This is an optimization exercise on Yosys and OpenROAD, whose aim is small area, a short achievable clock period and few clock cycles, not a production implementation.
The RTL was checked by simulation tests, not by an equivalence proof against the original design.
No activity file was given, so power comes from the tool's default toggle rates.

Setup of yarrow:
==> flow/design.v (excerpt) <==
module icache_top
(
   input  logic                             clk,
   input  logic                             rst_n,
   input  logic                             fetch_req_i,
   input  logic [icache_pkg::ADDR_W-1:0]    fetch_addr_i,
   input  logic [icache_pkg::ID_W-1:0]      fetch_id_i,
   output logic                             fetch_grant_o,
   output logic                             fetch_r_valid_o,
   output logic [icache_pkg::FETCH_W-1:0]   fetch_r_data_o,
   output logic [icache_pkg::ID_W-1:0]      fetch_r_id_o,
   output logic                             mem_ar_valid_o,
   input  logic                             mem_ar_ready_i,
   output logic [icache_pkg::ADDR_W-1:0]    mem_ar_addr_o,
   output logic [7:0]                       mem_ar_len_o,
   input  logic                             mem_r_valid_i,
   output logic                             mem_r_ready_o,
   input  logic [icache_pkg::MEM_W-1:0]     mem_r_data_i,
   input  logic                             mem_r_last_i,
   input  logic                             ctrl_enable_req_i,
   output logic                             ctrl_enable_ack_o,
   input  logic                             ctrl_disable_req_i,
   output logic                             ctrl_disable_ack_o,
   input  logic                             ctrl_flush_req_i,
   output logic                             ctrl_flush_ack_o,
   output logic                             ctrl_pending_o
);
   localparam int QD  = 8;               
   localparam int QW  = $clog2(QD);
   localparam int MD  = 2;               
   localparam int MW  = $clog2(MD + 1);
   logic            enabled_q;
   logic            rdy_q;               
   logic            idle_q;              
   logic            s1_valid_q;
   logic [31:3]     s1_addr_q;
   logic [7:0]      s1_id_q;
   logic [15:0]     s1_soh_q;            
   logic [23:0]     s1_t0_q, s1_t1_q;    
   logic [1:0]      s1_v_q;
   logic            s1_rr_q;
   logic [23:0]     tags_q  [16][2];
   logic [1:0]      valid_q [16];
   logic            rr_q    [16];
   logic [63:0]     data_q  [64];
   logic [7:0]      q_id    [QD];
   logic            q_miss  [QD];
   logic [3:0]      q_set   [QD];
   logic            q_way   [QD];
  ...
clock: 8.0 ns
lec_check: 0
cap_margin: 20
core_margin: 2
core_utilization: 40
setup_slack_margin: 4.8
slew_margin: 20
standard.sh (not shown) runs the stock make flow with config.mk's settings and CLKGATE_MAP_FILE= SYNTH_SCRIPT=/design/flow/synth_recipe.tcl, a recipe that flattens the netlist after the stock synthesis.
==> flow/flow/run.sh <==
#!/bin/bash
set -e
cp standard.sh standard_sh_copy.log
export CTS_ARGS="-sink_clustering_enable -repair_clock_nets -dont_use_dummy_load"
bash standard.sh > standard.log 2>&1
yarrow ended with every stage complete and zero timing, DRC or antenna violations.
Testbench counts of yarrow, summed over its fixed seeds: cycles 41,931.
Edits applied to the flow inputs when going from yarrow to garnet:
# yarrow
export LEC_CHECK = 0
export CAP_MARGIN = 20
export CORE_MARGIN = 2
export CORE_UTILIZATION = 40
export SETUP_SLACK_MARGIN = 4.8
export SLEW_MARGIN = 20
create_clock -name core_clock -period 8.0 [get_ports {clk}]
# garnet
export LEC_CHECK = 0
export CAP_MARGIN = 20
export CORE_MARGIN = 2
export CORE_UTILIZATION = 40
export SETUP_SLACK_MARGIN = 4.6
export SLEW_MARGIN = 20
create_clock -name core_clock -period 8.0 [get_ports {clk}]
==> notes.md <==
- Fraction of the cycle the final worst path needs in garnet is 0.15 points higher than in yarrow
- garnet ends up with a total wire length after detailed routing that is about 0.7% lower than in yarrow.
- Reported for yarrow and garnet, gate count of the mapped netlist turned out identical to the last digit.
- Compared garnet against yarrow; clock network fraction of total power within noise.
- Combinational cell fraction of total power down 0.4 points in garnet wrt yarrow
- Against yarrow, garnet comes in about 3% lower on combinational power.
- Going from yarrow to garnet, non-clock buffer area fraction after layout held; fmax decreased 0.34%.

---

job 1856:
icache_top again, from the RTL that the note above started with.
clock: 8.0 ns
lec_check: 0
cap_margin: 20
core_margin: 2
core_utilization: 40
setup_slack_margin: 4.8
slew_margin: 20
run.sh (not shown) runs the stock make flow with config.mk's settings and CLKGATE_MAP_FILE= SYNTH_SCRIPT=/design/flow/synth_recipe.tcl, a recipe that flattens the netlist after the stock synthesis.
Stock flow here: none of the scripts above is used.
Testbench counts of job 1856, summed over its fixed seeds: cycles 41,931.
### job 1856 -> job 3734
Settings: SLEW_MARGIN changed from 20 to 10; SETUP_SLACK_MARGIN changed from 4.8 to 4.6; CAP_MARGIN changed from 20 to 10.
Notes after the runs:
- Job 3734 has completed all stages; timing, DRC and antenna checks passed.
- Compared with job 1856, in job 3734 count of clock-buffer cells in the layout fell by 31, share of power burned in the clock network up 0.7 points, highest attainable clock frequency held steady.
Here is what was changed in the inputs of job 9025 compared with job 3734.
Settings: CAP_MARGIN: 10 -> 20; SLEW_MARGIN: 10 -> 20; CORE_UTILIZATION: 40 -> 55.
Job 9025: full flow OK, the timing, DRC and antenna checks passed. Of the two values seen for cell at the slowest stage of the critical path, nand2_8 was produced by job 3734 and nor4_1 by job 9025. Comparing job 9025 with job 3734, the total wirelength of the detailed-routed design came out essentially unchanged. Clock buffer instance count of the final layout (lower): job 3734. Looking only at portion of total power attributed to combinational logic, and setting everything else aside, the higher value of job 3734 and job 9025 goes to job 3734. Compared with job 3734, job 9025 shows cell row count that has gone down by more than 10%. Maximum operating frequency in job 9025 is about 1.4% lower than in job 3734. Static leakage delta (job 3734 -> job 9025): insignificant. In the reports for job 3734 and job 9025, the smaller worst-case vdd ir drop belongs to job 9025. The setup slack of job 9025 is smaller than that of job 3734. Remaining global-route overflow: job 9025 vs job 3734 identical.
For job 8838, these inputs were changed with respect to job 9025:
Settings: CORE_UTILIZATION now 40, was 55.
Results
Job 8838: endpoint arrival time on the critical path is 2.36 ns lower than what job 9025 reported.
Job 9025 → job 8838: power now sits higher; finished layout cell area +1.3%; sequential cell area share went down by 0.87 points; number of placed instances with taps included rose 1,704; total power divided by cell area did not really move.
Job 9025 vs job 8838, cell type of the slowest stage on the worst timing path: nor4_1 vs inv_8
Job 8838 packs its core more loosely than job 9025.

-- afterwards: timing with drivers on the ports --
No port has a modelled driver above. Below, the same layouts with a new extraction and two added sets of constraints. Step 1 (the two cells are an assumption about what drives the block):
set clk [get_ports {clk}]
set_driving_cell -lib_cell sky130_fd_sc_hd__clkbuf_16 $clk
set_driving_cell -lib_cell sky130_fd_sc_hd__buf_2 [delete_from_list [all_inputs] $clk]
Step 2 times the ports against the registers' clock, not the clock port: input delays grow and output delays shrink by t, the midpoint of the rising clock arrivals with the driver on. a / b / c = ideal ports / drivers / drivers and shift; a / b = the first two.
run	shift t [ns]	setup slack, ns	worst data-port slew with drivers (ns)
yarrow	1.175	4.376 / 4.314 / 3.331	0.29
garnet	1.136	4.363 / 4.303 / 3.371	0.32
job 1856	1.189	4.382 / 4.316 / 3.464	0.30
job 3734	1.169	4.374 / 4.305 / 3.379	0.31
job 9025	1.183	4.321 / 4.321 / 3.411	0.32
job 8838	1.171	4.369 / 4.306 / 3.392	0.32
After both steps every run listed still meets setup and hold. The setup slack of yarrow, which loses most, moves by -0.062 ns with the drivers and by -1.045 ns with both steps.
